This is an optimization exercise on Yosys and OpenROAD, whose aim is small area and few clock cycles per item, not a production implementation. The RTL was checked by simulation tests, not by an equivalence proof against the original design. Power is estimated from default activity; no workload was simulated.

## design/flow/config.mk

```make
export PLATFORM = sky130hd
export DESIGN_NAME = sorted_priority_queue_core
export DESIGN_NICKNAME = sorted_priority_queue_core
export VERILOG_FILES = /design/flow/design.v
export SDC_FILE = /design/flow/constraint.sdc
export NUM_CORES = 4
export LEC_CHECK = 0
export CAP_MARGIN = 5
export CORE_MARGIN = 2
export CORE_UTILIZATION = 55
export CTS_CLUSTER_DIAMETER = 100
export CTS_CLUSTER_SIZE = 24
export PLACE_DENSITY = 0.7
export SLEW_MARGIN = 5
export SYNTH_HIERARCHICAL = 1
export SYNTH_MINIMUM_KEEP_SIZE = 0
```

## design/flow/constraint.sdc

```tcl
create_clock -name core_clock -period 5.5 [get_ports {clock}]
set_input_delay 1.1000 -clock core_clock [delete_from_list [all_inputs] [get_ports {clock}]]
set_output_delay 1.1000 -clock core_clock [all_outputs]
set_load 0.01 [all_outputs]
```

## design/flow/design.v

```verilog
`default_nettype none
package spq_pkg;
   localparam int DEPTH   = 16;
   localparam int KEY_W   = 32;
   localparam int PAY_W   = 32;
   localparam int IDX_W   = $clog2(DEPTH);
   localparam int CNT_W   = $clog2(DEPTH + 1);
   localparam int OP_W    = 3;
   localparam int STAT_W  = 2;
   typedef enum logic [OP_W-1:0] {
      OP_INSERT    = 3'd0,
      OP_POP_FRONT = 3'd1,
      OP_POP_BACK  = 3'd2,
      OP_REMOVE    = 3'd3,
      OP_FIND      = 3'd4
   } op_type;
   typedef enum logic [STAT_W-1:0] {
      ST_OK    = 2'd0,
      ST_EMPTY = 2'd1,
      ST_FULL  = 2'd2,
      ST_RANGE = 2'd3
   } status_type;
   typedef struct packed {
      logic             ins_en;
      logic             del_en;
      logic [IDX_W-1:0] del_pos;
   } cell_ctrl_type;
   typedef struct packed {
      logic after;
      logic equal;
   } cell_flag_type;
endpackage
`default_nettype wire
`default_nettype none
module spq_aoi222 (
   input  wire logic a1, a2, b1, b2, c1, c2,
   output logic      y
);
   assign y = ~((a1 & a2) | (b1 & b2) | (c1 & c2));
endmodule
module spq_bit3 (
   input  wire logic clock,
   input  wire logic sel_hold,
   input  wire logic sel_nbr,
   input  wire logic sel_new_n,
   input  wire logic nq,
   input  wire logic nd_n,
   output logic      q
);
   always_ff @(posedge clock) begin
      q <= (sel_hold & q) | (sel_nbr & nq) | ~(sel_new_n | nd_n);
   end
endmodule
module spq_bit (
   input  wire logic clock,
   input  wire logic sel_hold,
   input  wire logic sel_left,
   input  wire logic sel_right,
   input  wire logic sel_new_n,
   input  wire logic lq,
   input  wire logic rq,
   input  wire logic nd_n,
   output logic      q
);
   logic x;
   spq_aoi222 u_aoi (
      .a1 (sel_hold),  .a2 (q),
      .b1 (sel_left),  .b2 (lq),
      .c1 (sel_right), .c2 (rq),
      .y  (x)
   );
   always_ff @(posedge clock) begin
      q <= ~(x & (sel_new_n | nd_n));
   end
endmodule
module spq_cmp (
   input  wire logic [spq_pkg::KEY_W-1:0] new_key,
   input  wire logic [spq_pkg::KEY_W-1:0] key_n,
   output logic                           new_gt,
   output logic                           new_eq
);
   localparam int W = spq_pkg::KEY_W;
   logic [W-1:0]   g0, e0;
   logic [W/2-1:0] g1, e1;
   logic [W/4-1:0] g2, e2;
   logic [W/8-1:0] g3, e3;
   logic [1:0]     g4, e4;
   always_comb begin
      g0 = new_key & key_n;
      e0 = new_key ^ key_n;
      for (int i = 0; i < W/2; i++) begin
         g1[i] = g0[2*i+1] | (e0[2*i+1] & g0[2*i]);
         e1[i] = e0[2*i+1] & e0[2*i];
      end
      for (int i = 0; i < W/4; i++) begin
         g2[i] = g1[2*i+1] | (e1[2*i+1] & g1[2*i]);
         e2[i] = e1[2*i+1] & e1[2*i];
      end
      for (int i = 0; i < W/8; i++) begin
         g3[i] = g2[2*i+1] | (e2[2*i+1] & g2[2*i]);
         e3[i] = e2[2*i+1] & e2[2*i];
      end
      for (int i = 0; i < 2; i++) begin
         g4[i] = g3[2*i+1] | (e3[2*i+1] & g3[2*i]);
         e4[i] = e3[2*i+1] & e3[2*i];
      end
      new_gt = g4[1] | (e4[1] & g4[0]);
      new_eq = e4[1] & e4[0];
   end
endmodule
module spq_cell #(
   parameter int EDGE = 0
) (
   input  wire logic                        clock,
   input  wire logic                        sel_hold,
   input  wire logic                        sel_left,
   input  wire logic                        sel_right,
   input  wire logic                        sel_new_n,
   input  wire logic [spq_pkg::KEY_W-1:0]   new_key,        
   input  wire logic [spq_pkg::PAY_W-1:0]   new_payload_n,  
   input  wire logic [spq_pkg::KEY_W-1:0]   left_key_n,
   input  wire logic [spq_pkg::PAY_W-1:0]   left_payload,
   input  wire logic [spq_pkg::KEY_W-1:0]   right_key_n,
   input  wire logic [spq_pkg::PAY_W-1:0]   right_payload,
   output logic                             new_gt,     
   output logic                             new_eq,     
   output logic [spq_pkg::KEY_W-1:0]        key_nq,
   output logic [spq_pkg::PAY_W-1:0]        payload_q
);
   if (EDGE == 0) begin : g_inner
      for (genvar b = 0; b < spq_pkg::KEY_W; b++) begin : g_key
         spq_bit u_bit (
            .clock     (clock),
            .sel_hold  (sel_hold),
            .sel_left  (sel_left),
            .sel_right (sel_right),
            .sel_new_n (sel_new_n),
            .lq        (left_key_n[b]),
            .rq        (right_key_n[b]),
            .nd_n      (new_key[b]),
            .q         (key_nq[b])
         );
      end
      for (genvar b = 0; b < spq_pkg::PAY_W; b++) begin : g_pay
         spq_bit u_bit (
            .clock     (clock),
            .sel_hold  (sel_hold),
            .sel_left  (sel_left),
            .sel_right (sel_right),
            .sel_new_n (sel_new_n),
            .lq        (left_payload[b]),
            .rq        (right_payload[b]),
            .nd_n      (new_payload_n[b]),
            .q         (payload_q[b])
         );
      end
   end else begin : g_end
      logic                      sel_nbr;
      logic [spq_pkg::KEY_W-1:0] nbr_key_n;
      logic [spq_pkg::PAY_W-1:0] nbr_payload;
      assign sel_nbr     = (EDGE == 1) ? sel_right     : sel_left;
      assign nbr_key_n   = (EDGE == 1) ? right_key_n   : left_key_n;
      assign nbr_payload = (EDGE == 1) ? right_payload : left_payload;
      for (genvar b = 0; b < spq_pkg::KEY_W; b++) begin : g_key
         spq_bit3 u_bit (
            .clock     (clock),
            .sel_hold  (sel_hold),
            .sel_nbr   (sel_nbr),
            .sel_new_n (sel_new_n),
            .nq        (nbr_key_n[b]),
            .nd_n      (new_key[b]),
            .q         (key_nq[b])
         );
      end
      for (genvar b = 0; b < spq_pkg::PAY_W; b++) begin : g_pay
         spq_bit3 u_bit (
            .clock     (clock),
            .sel_hold  (sel_hold),
            .sel_nbr   (sel_nbr),
            .sel_new_n (sel_new_n),
            .nq        (nbr_payload[b]),
            .nd_n      (new_payload_n[b]),
            .q         (payload_q[b])
         );
      end
   end
   spq_cmp u_cmp (
      .new_key (new_key),
      .key_n   (key_nq),
      .new_gt  (new_gt),
      .new_eq  (new_eq)
   );
endmodule
`default_nettype wire
`default_nettype none
module sorted_priority_queue_core (
   input  wire logic                         clock,
   input  wire logic                         reset,
   input  wire logic                         csr_wr_en,
   input  wire logic                         csr_wr_data,
   input  wire logic                         req_valid,
   output logic                              req_ready,
   input  wire logic [spq_pkg::OP_W-1:0]     req_operation,
   input  wire logic [spq_pkg::KEY_W-1:0]    req_key,
   input  wire logic [spq_pkg::PAY_W-1:0]    req_payload,
   input  wire logic [spq_pkg::IDX_W-1:0]    req_position,
   input  wire logic [spq_pkg::CNT_W-1:0]    req_range_end,
   output logic                              rsp_valid,
   input  wire logic                         rsp_ready,
   output logic [spq_pkg::STAT_W-1:0]        rsp_status,
   output logic [spq_pkg::CNT_W-1:0]         rsp_index_out,
   output logic                              rsp_found,
   output logic [spq_pkg::CNT_W-1:0]         rsp_count,
   output logic                              rsp_is_empty,
   output logic [spq_pkg::KEY_W-1:0]         rsp_front_key,
   output logic [spq_pkg::PAY_W-1:0]         rsp_front_payload
);
   localparam int DEPTH = spq_pkg::DEPTH;
   localparam int CW    = spq_pkg::CNT_W;
   logic                           sort_desc_ff;
   logic [CW-1:0]                  occupancy_ff;
   logic [CW-1:0]                  occupancy_in;
   logic                           rsp_valid_ff;
   logic [spq_pkg::STAT_W-1:0]     status_ff;
   logic [spq_pkg::STAT_W-1:0]     status_in;
   logic [CW-1:0]                  index_ff;
   logic [CW-1:0]                  index_in;
   logic                           found_ff;
   logic                           found_in;
   logic [spq_pkg::KEY_W-1:0]      key_nq    [DEPTH];    
   logic [spq_pkg::PAY_W-1:0]      req_payload_n;
   logic [spq_pkg::PAY_W-1:0]      payload_q [DEPTH];
   logic [DEPTH-1:0]               gt_vec, eq_vec;
   logic [DEPTH-1:0]               occ_vec;      
   logic [DEPTH-1:0]               after_vec;    
   logic [DEPTH-1:0]               pos_ge;       
   logic [DEPTH-1:0]               end_gt;       
   logic [DEPTH-1:0]               hit_vec;
   logic [DEPTH-1:0]               del_ge;       
   logic                           accept;
   logic                           is_empty;
   logic                           is_full;
   logic                           do_ins;       
   logic                           do_del;       
   logic                           do_clear;     
   logic [CW-1:0]                  ins_idx;
   logic [CW-1:0]                  find_idx;
   logic                           find_hit;
   logic                           find_bad;
   assign accept    = req_valid && req_ready;
   assign req_payload_n = ~req_payload;
   assign req_ready = !rsp_valid_ff || rsp_ready;
   assign is_empty  = (occupancy_ff == '0);
   assign is_full   = occupancy_ff[CW-1];
   always_comb begin
      for (int i = 0; i < DEPTH; i++) begin
         occ_vec[i] = (CW'(i) < occupancy_ff);
         pos_ge[i]  = (spq_pkg::IDX_W'(i) >= req_position);
         end_gt[i]  = (CW'(i) < req_range_end);
         del_ge[i]  = pos_ge[i] | (req_operation == spq_pkg::OP_POP_FRONT);
         after_vec[i] = occ_vec[i] &
                        (sort_desc_ff ? !(gt_vec[i] | eq_vec[i]) : gt_vec[i]);
      end
   end
   always_comb begin
      ins_idx = '0;
      ins_idx[4] = after_vec[15];
      for (int b = 0; b < 4; b++) begin
         for (int i = (1 << b) - 1; i < DEPTH; i += (2 << b)) begin
            ins_idx[b] = ins_idx[b] | (after_vec[i] & ((i + (1 << b) >= DEPTH) ? 1'b1 : !after_vec[i + (1 << b)]));
         end
      end
   end
   assign hit_vec = eq_vec & pos_ge & end_gt;
   always_comb begin
      find_idx = req_range_end;
      find_hit = 1'b0;
      for (int i = DEPTH - 1; i >= 0; i--) begin
         if (hit_vec[i]) begin
            find_idx = CW'(i);
            find_hit = 1'b1;
         end
      end
   end
   assign find_bad = ({1'b0, req_position} > req_range_end) ||
                     (req_range_end > occupancy_ff);
   always_comb begin
      do_ins       = 1'b0;
      do_del       = 1'b0;
      do_clear     = 1'b0;
      occupancy_in = occupancy_ff;
      status_in    = spq_pkg::ST_OK;
      index_in     = '0;
      found_in     = 1'b0;
      case (req_operation)
         spq_pkg::OP_INSERT: begin
            if (is_full) begin
               status_in = spq_pkg::ST_FULL;
            end else begin
               do_ins       = 1'b1;
               occupancy_in = occupancy_ff + CW'(1);
               index_in     = ins_idx;
            end
         end
         spq_pkg::OP_POP_FRONT: begin
            if (is_empty) begin
               status_in = spq_pkg::ST_EMPTY;
            end else begin
               do_del       = 1'b1;
               do_clear     = (occupancy_ff == CW'(1));
               occupancy_in = occupancy_ff - CW'(1);
            end
         end
         spq_pkg::OP_POP_BACK: begin
            if (is_empty) begin
               status_in = spq_pkg::ST_EMPTY;
            end else begin
               do_clear     = (occupancy_ff == CW'(1));
               occupancy_in = occupancy_ff - CW'(1);
            end
         end
         spq_pkg::OP_REMOVE: begin
            if (is_empty) begin
               status_in = spq_pkg::ST_EMPTY;
            end else if ({1'b0, req_position} >= occupancy_ff) begin
               status_in = spq_pkg::ST_RANGE;
            end else begin
               do_del       = 1'b1;
               do_clear     = (occupancy_ff == CW'(1));
               occupancy_in = occupancy_ff - CW'(1);
               index_in     = {1'b0, req_position};
            end
         end
         spq_pkg::OP_FIND: begin
            if (find_bad) begin
               status_in = spq_pkg::ST_RANGE;
               index_in  = req_range_end;
            end else begin
               index_in = find_idx;
               found_in = find_hit;
            end
         end
         default: begin
         end
      endcase
   end
   for (genvar g = 0; g < DEPTH; g++) begin : g_cell
      logic s_hold, s_left, s_right, s_new;
      logic s_new_n;
      logic [spq_pkg::KEY_W-1:0] lk, rk;
      logic [spq_pkg::PAY_W-1:0] lp, rp;
      if (g == 0) begin : g_head
         assign s_new   = accept & do_ins & !after_vec[0];
         assign s_left  = 1'b0;
         assign s_right = accept & do_del & del_ge[0] & !do_clear;
         assign s_hold  = !(accept & (do_clear | (do_ins & !after_vec[0]) | (do_del & del_ge[0]))) & !reset;
         assign lk = '1;
         assign lp = '0;
      end else begin : g_body
         assign s_new   = accept & do_ins & after_vec[g-1] & !after_vec[g];
         assign s_left  = accept & do_ins & !after_vec[g-1];
         if (g == DEPTH - 1) begin : g_tail
            assign s_right = 1'b0;
         end else begin : g_inner
            assign s_right = accept & do_del & del_ge[g];
         end
         assign s_hold  = !(s_new | s_left | s_right);
         assign lk = key_nq[g-1];
         assign lp = payload_q[g-1];
      end
      if (g == DEPTH - 1) begin : g_rlast
         assign rk = '1;
         assign rp = '0;
      end else begin : g_rnext
         assign rk = key_nq[g+1];
         assign rp = payload_q[g+1];
      end
      assign s_new_n = !s_new;
      spq_cell #(
         .EDGE ((g == 0) ? 1 : ((g == DEPTH - 1) ? 2 : 0))
      ) u_cell (
         .clock         (clock),
         .sel_hold      (s_hold),
         .sel_left      (s_left),
         .sel_right     (s_right),
         .sel_new_n     (s_new_n),
         .new_key       (req_key),
         .new_payload_n (req_payload_n),
         .left_key_n    (lk),
         .left_payload  (lp),
         .right_key_n   (rk),
         .right_payload (rp),
         .new_gt        (gt_vec[g]),
         .new_eq        (eq_vec[g]),
         .key_nq        (key_nq[g]),
         .payload_q     (payload_q[g])
      );
   end
   always_ff @(posedge clock) begin
      if (reset) begin
         sort_desc_ff <= 1'b0;
         occupancy_ff <= '0;
         rsp_valid_ff <= 1'b0;
      end else begin
         if (csr_wr_en) begin
            sort_desc_ff <= csr_wr_data;
         end
         if (accept) begin
            occupancy_ff <= occupancy_in;
         end
         if (accept) begin
            rsp_valid_ff <= 1'b1;
         end else if (rsp_ready) begin
            rsp_valid_ff <= 1'b0;
         end
      end
   end
   always_ff @(posedge clock) begin
      if (accept) begin
         status_ff <= status_in;
         index_ff  <= index_in;
         found_ff  <= found_in;
      end
   end
   assign rsp_valid         = rsp_valid_ff;
   assign rsp_status        = status_ff;
   assign rsp_index_out     = index_ff;
   assign rsp_found         = found_ff;
   assign rsp_count         = occupancy_ff;
   assign rsp_is_empty      = is_empty;
   assign rsp_front_key     = ~key_nq[0] & {spq_pkg::KEY_W{!is_empty}};
   assign rsp_front_payload = payload_q[0];
endmodule
`default_nettype wire
```

## design/flow/run.sh

```bash
#!/bin/bash
# synth_recipe.tcl (not shown) runs the flow's synth.tcl, then flattens the netlist and writes it again
# the make line also repeats each setting of config.mk as NAME=value (left out here)
make -C /OpenROAD-flow-scripts/flow DESIGN_CONFIG=/design/flow/config.mk WORK_HOME=/design/flow/orfs CLKGATE_MAP_FILE= SYNTH_SCRIPT=/design/flow/synth_recipe.tcl finish
```

==> results by group <==
Run status
  • Outcome: timing/DRC/antenna clean

Die
  • Cell Rows: 109
  • Die outline width: 303.1 um
  • IO Pins: 162
  • DIE AREA: 91890 um^2
  • Core area: 88510 um^2
  • Initial Util: 55.61%
  • Chip height: 303.1 um

Clocking
  • TritonCTS clock tree: yes
  • H-Tree Depth: 2
  • Num CTS Buffers: 50
  • Worst-skew pair later-pin latency: 670 ps
  • Post-CTS setup buffer count: 0
  • Clock slew at reported path FFs: 100 ps
  • Post-CTS sizing: 0
  • Clk sinks: 1039
  • Largest buffer count on any clock path: 3
  • CTS Hold Bufs: 0
  • CTS root buf: clkbuf_16

Final layout
  • Reg area: 20880 um^2
  • Post-layout util: 63.36%
  • Nets: 5710
  • Layout fillers: 7450
  • Multi-input gate area: 28480 um^2
  • Area grow syn2layout: 13.94%
  • Layout cells sized above 1: 5.896%

Power and ir drop
  • VDD IR max: 0.2646 mV
  • Power Dens Cells: 260.5 nW/um^2
  • LEAKAGE: 21.35 nW

Run
  • Max-cap violation count: 0

Timing
  • Slew Limit Fails: 0
  • Worst-Margin Slew: 1069 ps
  • Max Freq: 0.2094 GHz
  • Final setup vio count: 0
  • Tmin final: 4775 ps
  • Final hold violations: 0
  • Tcrit/Tclk final: 86.81%
  • Slew Limit Headroom: 28.62%
  • Hold_ws: 503.3 ps
  • Clock Skew: 47.58 ps
  • RSZ-0062 raised after global routing: false
  • Worst setup margin: 725.4 ps

Critical path
  • Reg-to-reg endpoint: g_cell[8].u_cell.g_inner.g_pay[16].u_bit.q
  • CP peak stage delay: 540 ps
  • CP delay by family, top: compound AO/OA/AOI/OAI gates
  • CP max FO: 32
  • Worst-case reg-to-reg path depth: 11
  • Required @ worst endpoint: 6090 ps
  • Crit path max-delay cell type: a2111oi_4
  • CP endpoint kind: flip-flop
  • Origin of the critical flop-to-flop path: occupancy_ff[2]
  • Worst setup path category: in -> reg
  • Buffers & Inverters on Critical Path: 3
  • Worst endpoint data arrival time: 5360 ps
  • Crit path top cell by count: a21o_1
  • R2R Setup Slk: 1260 ps
  • Critical path, cell by cell: clkdlybuf4s50_1 > buf_12 > ha_1 > a21o_1 > a221o_1 > a221oi_1 > o21ai_0 > a21o_1 > or3b_4 > a22oi_2 > nor2_4 > a2111oi_4 > buf_4 > a22oi_1 > o21ai_1
  • CP startpoint kind: input port

Placed design
  • Port Buffers: 161
  • HPWL after DPL: 110.3 mm
  • Routability cong.: 0.9075
  • DP Worst Slack: 73.86 ps

GRT
  • Vias in the first global route: 45520
  • Pin count of the biggest net entering global routing: 65
  • Overflow after GRT: 0
  • First-pass GRT wire length: 259.3 mm
  • GRT Total Usage: 34.95%
  • Initial antenna violation count: 0

Routing
  • Total number of vias: 47600
  • Routed Antenna Nets: 0
  • WL final: 166.7 mm
  • Pre-antenna DRT Iters: 14
  • Vias/cell: 7.591
  • Routed length per placed instance: 26.58 um
  • DRT iter0 DRCs: 8248
  • DRC Markers: 0

Logic synthesis
  • Avg Inst Size Synth: 10.34 um^2
  • Cell Area, Synth: 49220 um^2
  • Synth Instances: 4762
  • Yosys warns: 12
  • Synth Net Count: 5372

Min path
  • Hold EP: g_cell[14].u_cell.g_inner.g_pay[20].u_bit.q
  • HP Start: g_cell[15].u_cell.g_end.g_pay[20].u_bit.q
  • Worst Hold Class: reg -> reg
  • Hold depth: 2
## tightest hold or removal path: stages (launching register included)
cell and delay [ps]:
dfxtp_1 340, a222oi_1 70, o21ai_1 70
## stage by stage
step / power, mW / cell area (um^2) / setup TNS (ps) / instances
3_3_place_gp: 10.47 / 54730 / 0 / 6213
4_1_cts: 14.61 / 56080 / 0 / 6270
5_1_grt: 15.13 / 56080 / 0 / 6270
3_5_place_dp: 10.53 / 54730 / 0 / 6213
2_1_floorplan: 9.493 / 49420 / -1375140 / 4762
6_report: 14.61 / 56080 / 0 / 6271
## layer usage
layer  vias up  wire length [um]  share of wire, %  track usage, %
met5         -                 0                 0               0
met4         0              6031               3.6           13.83
met3       408             16320               9.8           7.182
met2      2520             77770                47           58.57
met1     23060             66570                40           44.05
li1      21620                 -                 -               -
## how the worst max path moves through the flow
stage,endpoint,cells past startpoint,startpoint
finish,g_cell[0].u_cell.g_end.g_pay[18].u_bit.q,15,req_key[25]
global route,g_cell[8].u_cell.g_inner.g_pay[0].u_bit.q,16,req_key[27]
CTS,g_cell[0].u_cell.g_end.g_pay[11].u_bit.q,15,req_key[25]
detailed placement,g_cell[0].u_cell.g_end.g_pay[11].u_bit.q,15,req_key[25]
global placement,g_cell[0].u_cell.g_end.g_pay[18].u_bit.q,15,req_key[25]
floorplan,g_cell[11].u_cell.g_inner.g_key[0].u_bit.q,12,req_key[13]
## placed cells by master (no fill, tap or decap), types with 12 or more instances in the layout
master / n
a211o_1: 19
a21o_1: 111
a21oi_1: 163
a221o_1: 30
a221oi_1: 30
a222oi_1: 896
a22oi_1: 131
and2_0: 17
and4_1: 50
buf_12: 75
buf_4: 81
clkbuf_16: 50
clkdlybuf4s50_1: 161
dfxtp_1: 1031
ha_1: 525
inv_1: 49
nand2_1: 148
nand2_2: 14
nand2b_1: 12
nand3_1: 40
nand4_1: 53
nor2_1: 91
nor2_4: 20
nor3_1: 22
nor3_2: 14
nor4_1: 18
o21ai_0: 76
o21ai_1: 1025
## cell type report
type | count | share of cell area [%]
Multi-Input combinational cell | 3641 | 50.79
Timing Repair Buffer | 317 | 6.635
Clock inverter | 6 | 0.1629
Tap cell | 1165 | 2.599
Sequential cell | 1039 | 37.23
Clock buffer | 51 | 2.238
Inverter | 51 | 0.3414
Antenna cell | 1 | 0.004462
## sequential cells by signal (all words and copies together) (netlist names)
signal / cells
rsp_valid_ff: 1
index_ff: 5
sort_desc_ff: 1
g_cell.u_cell.g_end.g_pay.u_bit.q: 64
g_cell.u_cell.g_inner.g_key.u_bit.q: 448
g_cell.u_cell.g_inner.g_pay.u_bit.q: 448
status_ff: 2
occupancy_ff: 5
g_cell.u_cell.g_end.g_key.u_bit.q: 64
found_ff: 1
## power breakdown
| group | switching, mW | internal [mW] |
|---|---|---|
| clock network | 2.52 | 1.67 |
| logic | 1.27 | 0.927 |
| registers | 0.350 | 7.88 |
| total | 4.14 | 10.5 |
Testbench counts, summed over its fixed seeds: cycles 12,008, items 12,000.

## port drivers added, routing unchanged
The flow's constraints put no driver on any port. The routed layout listed below was extracted and timed again, unchanged, in two steps.
Step 1: set_driving_cell puts a clkbuf_16 on clock and a buf_2 on each other input, an assumption about the parent block.
Step 2, shift: input delay + t, output delay - t, t = (earliest + latest rising clock arrival at the registers) / 2. This alone moves slack from input paths to output paths.
a / b / c = ideal / step 1 / step 2; a / b = the first two.
t, ns: 0.713
slack for setup (ns): 0.725 / 0.768 / 0.055
worst setup path after step 2: input to register
clock arrival spread, ns: 0.048 / 0.048
cell pins on the clock port's net: 1
After both steps setup and hold are still met in this run. The setup slack of this run moves by +0.043 ns with the drivers and by -0.670 ns with both steps.
